Context: an optimization exercise on an open-source flow, tuned for small area and a short achievable clock period. The choices shown serve that exercise and are no tape-out recipe. Only simulation tests tie the RTL to the original design; equivalence was not proved.

== sierra ==
==> flow/design.v (excerpt) <==
module pe_mac_array
#(
  parameter int DATA_WIDTH = nmcu_pkg::DATA_WIDTH,
  parameter int ACC_WIDTH  = nmcu_pkg::ACC_WIDTH,
  parameter int NUM_LANES  = 8
) (
  input  logic                            clk,
  input  logic                            rst_n,
  input  logic                            in_valid_i,
  output logic                            in_ready_o,
  input  logic [NUM_LANES*DATA_WIDTH-1:0] a_i,
  input  logic [NUM_LANES*DATA_WIDTH-1:0] b_i,
  input  logic                            first_i,
  input  logic                            last_i,
  output logic                            out_valid_o,
  input  logic                            out_ready_i,
  output logic [NUM_LANES*DATA_WIDTH-1:0] result_o,
  output logic [NUM_LANES*ACC_WIDTH-1:0]  acc_o,
  output logic [NUM_LANES-1:0]            sat_o,
  output logic                            busy_o,
  output nmcu_pkg::pe_mac_state_e        state_o
);
==> flow/config.mk <==
export PLATFORM = sky130hd
export DESIGN_NAME = pe_mac_array
export DESIGN_NICKNAME = pe_mac_array
export VERILOG_FILES = /design/flow/design.v
export SDC_FILE = /design/flow/constraint.sdc
export NUM_CORES = 4
export LEC_CHECK = 0
export ABC_AREA = 1
export CAP_MARGIN = 20
export CORE_MARGIN = 2
export CORE_UTILIZATION = 40
export CTS_CLUSTER_DIAMETER = 100
export CTS_CLUSTER_SIZE = 22
export SETUP_SLACK_MARGIN = 2.8
export SLEW_MARGIN = 20
export TNS_END_PERCENT = 10
==> flow/constraint.sdc <==
create_clock -name core_clock -period 6.0 [get_ports {clk}]
set_input_delay 1.2000 -clock core_clock [delete_from_list [all_inputs] [get_ports {clk}]]
set_output_delay 1.2000 -clock core_clock [all_outputs]
set_load 0.01 [all_outputs]
standard.sh (not shown) runs the stock make flow with config.mk's settings and CLKGATE_MAP_FILE= SYNTH_SCRIPT=/design/flow/synth_recipe.tcl, a recipe that flattens the netlist after the stock synthesis.
==> flow/flow/run.sh <==
#!/bin/bash
# Own layout flow: the standard flow (the standard.sh, all steps) with
# the port buffers made from buf_1 cells instead of ORFS's default choice.
# Each tool's output goes to the ORFS logs under orfs/logs; this script's
# own output goes to run.log.
set -e
{
  echo "== standard.sh"; cat standard.sh
  echo "== config.mk"; cat config.mk
  export BUFFER_PORTS_ARGS="-buffer_cell sky130_fd_sc_hd__buf_1"
  bash standard.sh
} > run.log 2>&1
sierra went all the way through synthesis, placement and routing and the layout is clean on timing, DRC and antenna.
[inputs] violet vs sierra
--- a/flow/design.v
+++ b/flow/design.v
@@ -116,62 +116,62 @@
   logic mc20;
   logic ms21;
   logic mc21;
   logic ms22;
   logic mc22;
   logic ms23;
   logic mc23;
   logic ms24;
   logic mc24;
   assign bo0 = b[0] & load_en;
   assign bt0 = (b[1] & ~b[0]) & load_en;
-  assign bn0 = b[1] & load_en;
+  assign bn0 = b[1];
   assign pp0_0 = (bo0 & a[0]) ^ bn0;
   assign pp0_1 = ((bo0 & a[1]) | (bt0 & a[0])) ^ bn0;
   assign pp0_2 = ((bo0 & a[2]) | (bt0 & a[1])) ^ bn0;
   assign pp0_3 = ((bo0 & a[3]) | (bt0 & a[2])) ^ bn0;
   assign pp0_4 = ((bo0 & a[4]) | (bt0 & a[3])) ^ bn0;
   assign pp0_5 = ((bo0 & a[5]) | (bt0 & a[4])) ^ bn0;
   assign pp0_6 = ((bo0 & a[6]) | (bt0 & a[5])) ^ bn0;
   assign pp0_7 = ((bo0 & a[7]) | (bt0 & a[6])) ^ bn0;
   assign pp0_8 = ((bo0 & a[7]) | (bt0 & a[7])) ^ bn0;
   assign ppn0 = ~pp0_8;
   assign bo1 = (b[2] ^ b[1]) & load_en;
   assign bt1 = ((b[3] & ~b[2] & ~b[1]) | (~b[3] & b[2] & b[1])) & load_en;
-  assign bn1 = b[3] & load_en;
+  assign bn1 = b[3];
   assign pp1_0 = (bo1 & a[0]) ^ bn1;
   assign pp1_1 = ((bo1 & a[1]) | (bt1 & a[0])) ^ bn1;
   assign pp1_2 = ((bo1 & a[2]) | (bt1 & a[1])) ^ bn1;
   assign pp1_3 = ((bo1 & a[3]) | (bt1 & a[2])) ^ bn1;
   assign pp1_4 = ((bo1 & a[4]) | (bt1 & a[3])) ^ bn1;
   assign pp1_5 = ((bo1 & a[5]) | (bt1 & a[4])) ^ bn1;
   assign pp1_6 = ((bo1 & a[6]) | (bt1 & a[5])) ^ bn1;
   assign pp1_7 = ((bo1 & a[7]) | (bt1 & a[6])) ^ bn1;
   assign pp1_8 = ((bo1 & a[7]) | (bt1 & a[7])) ^ bn1;
   assign ppn1 = ~pp1_8;
   assign bo2 = (b[4] ^ b[3]) & load_en;
   assign bt2 = ((b[5] & ~b[4] & ~b[3]) | (~b[5] & b[4] & b[3])) & load_en;
-  assign bn2 = b[5] & load_en;
+  assign bn2 = b[5];
   assign pp2_0 = (bo2 & a[0]) ^ bn2;
   assign pp2_1 = ((bo2 & a[1]) | (bt2 & a[0])) ^ bn2;
   assign pp2_2 = ((bo2 & a[2]) | (bt2 & a[1])) ^ bn2;
   assign pp2_3 = ((bo2 & a[3]) | (bt2 & a[2])) ^ bn2;
   assign pp2_4 = ((bo2 & a[4]) | (bt2 & a[3])) ^ bn2;
   assign pp2_5 = ((bo2 & a[5]) | (bt2 & a[4])) ^ bn2;
   assign pp2_6 = ((bo2 & a[6]) | (bt2 & a[5])) ^ bn2;
   assign pp2_7 = ((bo2 & a[7]) | (bt2 & a[6])) ^ bn2;
   assign pp2_8 = ((bo2 & a[7]) | (bt2 & a[7])) ^ bn2;
   assign ppn2 = ~pp2_8;
   assign bo3 = (b[6] ^ b[5]) & load_en;
   assign bt3 = ((b[7] & ~b[6] & ~b[5]) | (~b[7] & b[6] & b[5])) & load_en;
-  assign bn3 = b[7] & load_en;
+  assign bn3 = b[7];
   assign pp3_0 = (bo3 & a[0]) ^ bn3;
   assign pp3_1 = ((bo3 & a[1]) | (bt3 & a[0])) ^ bn3;
   assign pp3_2 = ((bo3 & a[2]) | (bt3 & a[1])) ^ bn3;
   assign pp3_3 = ((bo3 & a[3]) | (bt3 & a[2])) ^ bn3;
   assign pp3_4 = ((bo3 & a[4]) | (bt3 & a[3])) ^ bn3;
   assign pp3_5 = ((bo3 & a[5]) | (bt3 & a[4])) ^ bn3;
   assign pp3_6 = ((bo3 & a[6]) | (bt3 & a[5])) ^ bn3;
   assign pp3_7 = ((bo3 & a[7]) | (bt3 & a[6])) ^ bn3;
   assign pp3_8 = ((bo3 & a[7]) | (bt3 & a[7])) ^ bn3;
   assign ppn3 = ~pp3_8;
   assign ms1 = bn3 ^ pp0_6;
@@ -411,32 +411,32 @@
   always_comb begin
     all1[0] = 1'b1;
     all0[0] = 1'b1;
     for (int i = 1; i < 16; i++) begin
       all1[i] = all1[i-1] & hi[i-1];
       all0[i] = all0[i-1] & !hi[i-1];
     end
   end
   logic [15:0] hi_inc, hi_dec;
   assign hi_inc  = hi ^ all1;
   assign hi_dec  = hi ^ all0;
-  assign hi_next = inc ? hi_inc : dec ? hi_dec : hi;
+  assign hi_next = lo_sum[17] ? hi_inc : lo_sum[16] ? hi : hi_dec;
   logic hz_next, ho_next, z15, o15;
   assign z15 = (hi[15:1] == '0);
   assign o15 = (hi[15:1] == '1);
-  assign hz_next = inc ? (o15 & hi[0])
-                 : dec ? (z15 & hi[0])
-                 :       (z15 & !hi[0]);
-  assign ho_next = inc ? (o15 & !hi[0])
-                 : dec ? (z15 & !hi[0])
-                 :       (o15 & hi[0]);
+  assign hz_next = lo_sum[17] ? (o15 & hi[0])
+                 : lo_sum[16] ? (z15 & !hi[0])
+                 :              (z15 & hi[0]);
+  assign ho_next = lo_sum[17] ? (o15 & !hi[0])
+                 : lo_sum[16] ? (o15 & hi[0])
+                 :              (z15 & !hi[0]);
   logic lz_next, lo_next;
   assign lz_next = (lo_sum[15:7] == '0);
   assign lo_next = (lo_sum[15:7] == '1);
   logic inr_q, inr_next;
   assign inr_next = (hz_next & lz_next) | (ho_next & lo_next);
   always_ff @(posedge clk) begin
     if (load_en && acc_clr) begin
       acc_q <= '0;
       inr_q <= 1'b1;
     end else begin
       acc_q <= {hi_next, lo_sum[15:0]};
Findings:
The endpoint arrival time on the critical path number comes out higher for violet vs sierra.
Compare sierra and violet | post-cts gate resize count lower: violet
For violet, the worst setup path endpoint was g_lane[2].u_lane.row0_q[7]$_DFF_P_, unlike sierra, where it was g_lane[1].u_lane.row0_q[8]$_DFF_P_.
Summary of violet over sierra: number of placed cells counting well taps now smaller; routed wire length went down; chip height dropped 0.34%.
Global-route usage was higher in sierra than in violet.

========
Setup of 03-05:
Another version of the RTL of pe_mac_array (not shown whole).
Size: about 4100 cells after synthesis, ~510 flip-flops, roughly 470 I/O pins, roughly 0.034 mm2 of cells after synthesis.
clock: 6.0 ns
lec_check: 0
abc_area: 1
cap_margin: 20
core_margin: 2
core_utilization: 40
setup_slack_margin: 2.6
slew_margin: 20
==> flow/flow/run.sh <==
#!/bin/bash
# Own layout flow: the standard flow (the standard.sh, all steps) with
# the port buffers made from buf_2 cells instead of ORFS's default choice.
# Each tool's output goes to the ORFS logs under orfs/logs; this script's
# own output goes to run.log.
set -e
{
  echo "== standard.sh"; cat standard.sh
  echo "== config.mk"; cat config.mk
  export BUFFER_PORTS_ARGS="-buffer_cell sky130_fd_sc_hd__buf_2"
  bash standard.sh
} > run.log 2>&1
What 10-22 does differently from 03-05 at the input level:
--- a/flow/design.v
+++ b/flow/design.v
@@ -411,22 +411,19 @@
   assign hi  = acc_q[31:16];
   always_comb begin
     all1[0] = 1'b1;
     all0[0] = 1'b1;
     for (int i = 1; i < 16; i++) begin
       all1[i] = all1[i-1] & hi[i-1];
       all0[i] = all0[i-1] & !hi[i-1];
     end
   end
-  logic [15:0] hi_inc, hi_dec;
-  assign hi_inc  = hi ^ all1;
-  assign hi_dec  = hi ^ all0;
-  assign hi_next = inc ? hi_inc : dec ? hi_dec : hi;
+  assign hi_next = hi ^ (({16{inc}} & all1) | ({16{dec}} & all0));
   logic hz_next, ho_next, z15, o15;
   assign z15 = (hi[15:1] == '0);
   assign o15 = (hi[15:1] == '1);
   assign hz_next = inc ? (o15 & hi[0])
                  : dec ? (z15 & hi[0])
                  :       (z15 & !hi[0]);
   assign ho_next = inc ? (o15 & !hi[0])
                  : dec ? (z15 & !hi[0])
                  :       (o15 & hi[0]);
@@ -466,26 +463,22 @@
   output logic                            out_valid_o,
   input  logic                            out_ready_i,
   output logic [NUM_LANES*DATA_WIDTH-1:0] result_o,
   output logic [NUM_LANES*ACC_WIDTH-1:0]  acc_o,
   output logic [NUM_LANES-1:0]            sat_o,
   output logic                            busy_o,
   output nmcu_pkg::pe_mac_state_e        state_o
 );
   nmcu_pkg::pe_mac_state_e state_q;
-  logic          ready;
   logic          accept;
-  logic          load;
   logic          open_group;
-  assign ready       = (state_q == nmcu_pkg::IDLE) || (state_q == nmcu_pkg::ACCUM);
-  assign in_ready_o  = rst_n && ready;
+  assign in_ready_o  = rst_n && ((state_q == nmcu_pkg::IDLE) || (state_q == nmcu_pkg::ACCUM));
   assign accept      = in_valid_i && in_ready_o;
-  assign load        = in_valid_i && ready;
   assign out_valid_o = (state_q == nmcu_pkg::DRAIN);
   assign busy_o      = (state_q != nmcu_pkg::IDLE);
   assign state_o     = state_q;
   assign open_group  = first_i || (state_q == nmcu_pkg::IDLE);
   always_ff @(posedge clk or negedge rst_n) begin
     if (!rst_n) begin
       state_q <= nmcu_pkg::IDLE;
     end else begin
       case (state_q)
@@ -496,19 +489,19 @@
       endcase
     end
   end
   for (genvar n = 0; n < NUM_LANES; n++) begin : g_lane
     pe_mac_lane #(
       .DATA_WIDTH(DATA_WIDTH),
       .ACC_WIDTH (ACC_WIDTH)
     ) u_lane (
       .clk    (clk),
-      .load_en(load),
+      .load_en(accept),
       .acc_clr(open_group),
       .a      (a_i[n*DATA_WIDTH +: DATA_WIDTH]),
       .b      (b_i[n*DATA_WIDTH +: DATA_WIDTH]),
       .acc    (acc_o[n*ACC_WIDTH +: ACC_WIDTH]),
       .result (result_o[n*DATA_WIDTH +: DATA_WIDTH]),
       .sat    (sat_o[n])
     );
   end
 endmodule
[compare] base=03-05 new=10-22: overall via count from detail_route decreased 406, maximum frequency decreased by about 1% relative to the old numbers, design area moved down, worst setup slack fell by 35 ps. For the synthesized-area fraction occupied by and/or/nand/nor cells, 10-22 came in 0.95 points lower than 03-05 did. Comparing buffering overhead for 03-05 and 10-22, the smaller number came from 03-05. Routed wire in 10-22 totals less than in 03-05. The run showing the greater shortest period the worst path allows is 10-22. Row die area: 10-22 lower / 03-05 higher.

========
pe_mac_array again, from the RTL that the note above started with.
export LEC_CHECK = 0
export ABC_AREA = 1
export CAP_MARGIN = 20
export CORE_MARGIN = 2
export CORE_UTILIZATION = 40
export CTS_CLUSTER_DIAMETER = 100
export CTS_CLUSTER_SIZE = 22
export SETUP_SLACK_MARGIN = 2.6
export SLEW_MARGIN = 20
export TNS_END_PERCENT = 10
create_clock -name core_clock -period 6.0 [get_ports {clk}]
==> flow/flow/run.sh <==
#!/bin/bash
# Own layout flow: the standard flow (the standard.sh, all steps) with
# the port buffers made from buf_1 cells instead of ORFS's default choice.
# Each tool's output goes to the ORFS logs under orfs/logs; this script's
# own output goes to run.log.
set -e
{
  echo "== standard.sh"; cat standard.sh
  echo "== config.mk"; cat config.mk
  export BUFFER_PORTS_ARGS="-buffer_cell sky130_fd_sc_hd__buf_1"
  bash standard.sh
} > run.log 2>&1
Then changed:
--- a/flow/design.v
+++ b/flow/design.v
@@ -227,15 +227,14 @@
   logic [15:0] row1_d, row1_q;
   assign row1_d = {1'b0, mc24, mc23, mc22, mc21, mc20, mc19, mc18, mc17, mc16, mc15, mc14, mc13, ms13, 1'b0, pp0_0};
   always_ff @(posedge clk) begin
     row0_q <= row0_d;
     row1_q <= row1_d;
   end
   logic [31:0] acc_q;
-  logic        hz_q, ho_q;
   logic ls25;
   logic lc25;
   logic ls26;
   logic lc26;
   logic ls27;
   logic lc27;
   logic ls28;
@@ -426,28 +425,30 @@
   assign o15 = (hi[15:1] == '1);
   assign hz_next = inc ? (o15 & hi[0])
                  : dec ? (z15 & hi[0])
                  :       (z15 & !hi[0]);
   assign ho_next = inc ? (o15 & !hi[0])
                  : dec ? (z15 & !hi[0])
                  :       (o15 & hi[0]);
+  logic lz_next, lo_next;
+  assign lz_next = (lo_sum[15:7] == '0);
+  assign lo_next = (lo_sum[15:7] == '1);
+  logic inr_q, inr_next;
+  assign inr_next = (hz_next & lz_next) | (ho_next & lo_next);
   always_ff @(posedge clk) begin
     if (load_en && acc_clr) begin
       acc_q <= '0;
-      hz_q  <= 1'b1;
-      ho_q  <= 1'b0;
+      inr_q <= 1'b1;
     end else begin
       acc_q <= {hi_next, lo_sum[15:0]};
-      hz_q  <= hz_next;
-      ho_q  <= ho_next;
+      inr_q <= inr_next;
     end
   end
   logic in_range;
-  assign in_range = (hz_q & (acc_q[15:DATA_WIDTH-1] == '0)) ||
-                    (ho_q & (acc_q[15:DATA_WIDTH-1] == '1));
+  assign in_range = inr_q;
   assign acc    = acc_q;
   assign sat    = !in_range;
   assign result = in_range ? acc_q[DATA_WIDTH-1:0]
                            : {acc_q[ACC_WIDTH-1], {(DATA_WIDTH-1){!acc_q[ACC_WIDTH-1]}}};
 endmodule
 module pe_mac_array
 #(
Maximum frequency went up by 1.2%.
Cell count came out higher by 1.2%.
Setup slack gains 0.040 ns.
Final area drops by 1.3%.
Sequential cell count goes down by 8.
Register-to-register slack gets better by 0.02 ns.
Global-route usage falls by 0.22 points.
Die area stays flat.

-- separate check: timing with driven ports --
No port has a modelled driver above. Below, the same layouts with a new extraction and two added sets of constraints. Step 1: set_driving_cell puts a clkbuf_16 on clk and a buf_2 on each other input, an assumption about the parent block. Step 2 adds t to the input delays and takes it off the output delays; t is the mean of the earliest and latest rising clock arrival at the registers after step 1. Input paths then give back, and output paths get back, about the clock's delay inside the block. Slacks: ideal ports / drivers / drivers and shift; pairs: ideal ports / drivers.
run | t (ns) | slack for setup (ns) | worst hold slack (ns) | clock arrival spread, ns | cell pins on the clock port's net
sierra | 0.675 | 2.854 / 2.859 / 2.207 | 0.391 / 0.347 / 0.496 | 0.028 / 0.028 | 1
violet | 0.631 | 2.761 / 2.805 / 2.174 | 0.434 / 0.392 / 0.515 | 0.035 / 0.035 | 1
03-05 | 0.678 | 2.681 / 2.620 / 2.105 | 0.356 / 0.314 / 0.507 | 0.032 / 0.031 | 1
10-22 | 0.696 | 2.646 / 2.644 / 1.992 | 0.394 / 0.352 / 0.496 | 0.027 / 0.027 | 1
the first run of note 3 | 0.619 | 2.641 / 2.581 / 2.066 | 0.423 / 0.393 / 0.514 | 0.031 / 0.030 | 1
the second run of note 3 | 0.681 | 2.681 / 2.617 / 2.079 | 0.495 / 0.495 / 0.495 | 0.040 / 0.040 | 1
After both steps setup and hold are still met in every run listed. For 10-22, which loses most, drivers alone change the setup slack by -0.002 ns; drivers and shift together by -0.654 ns.
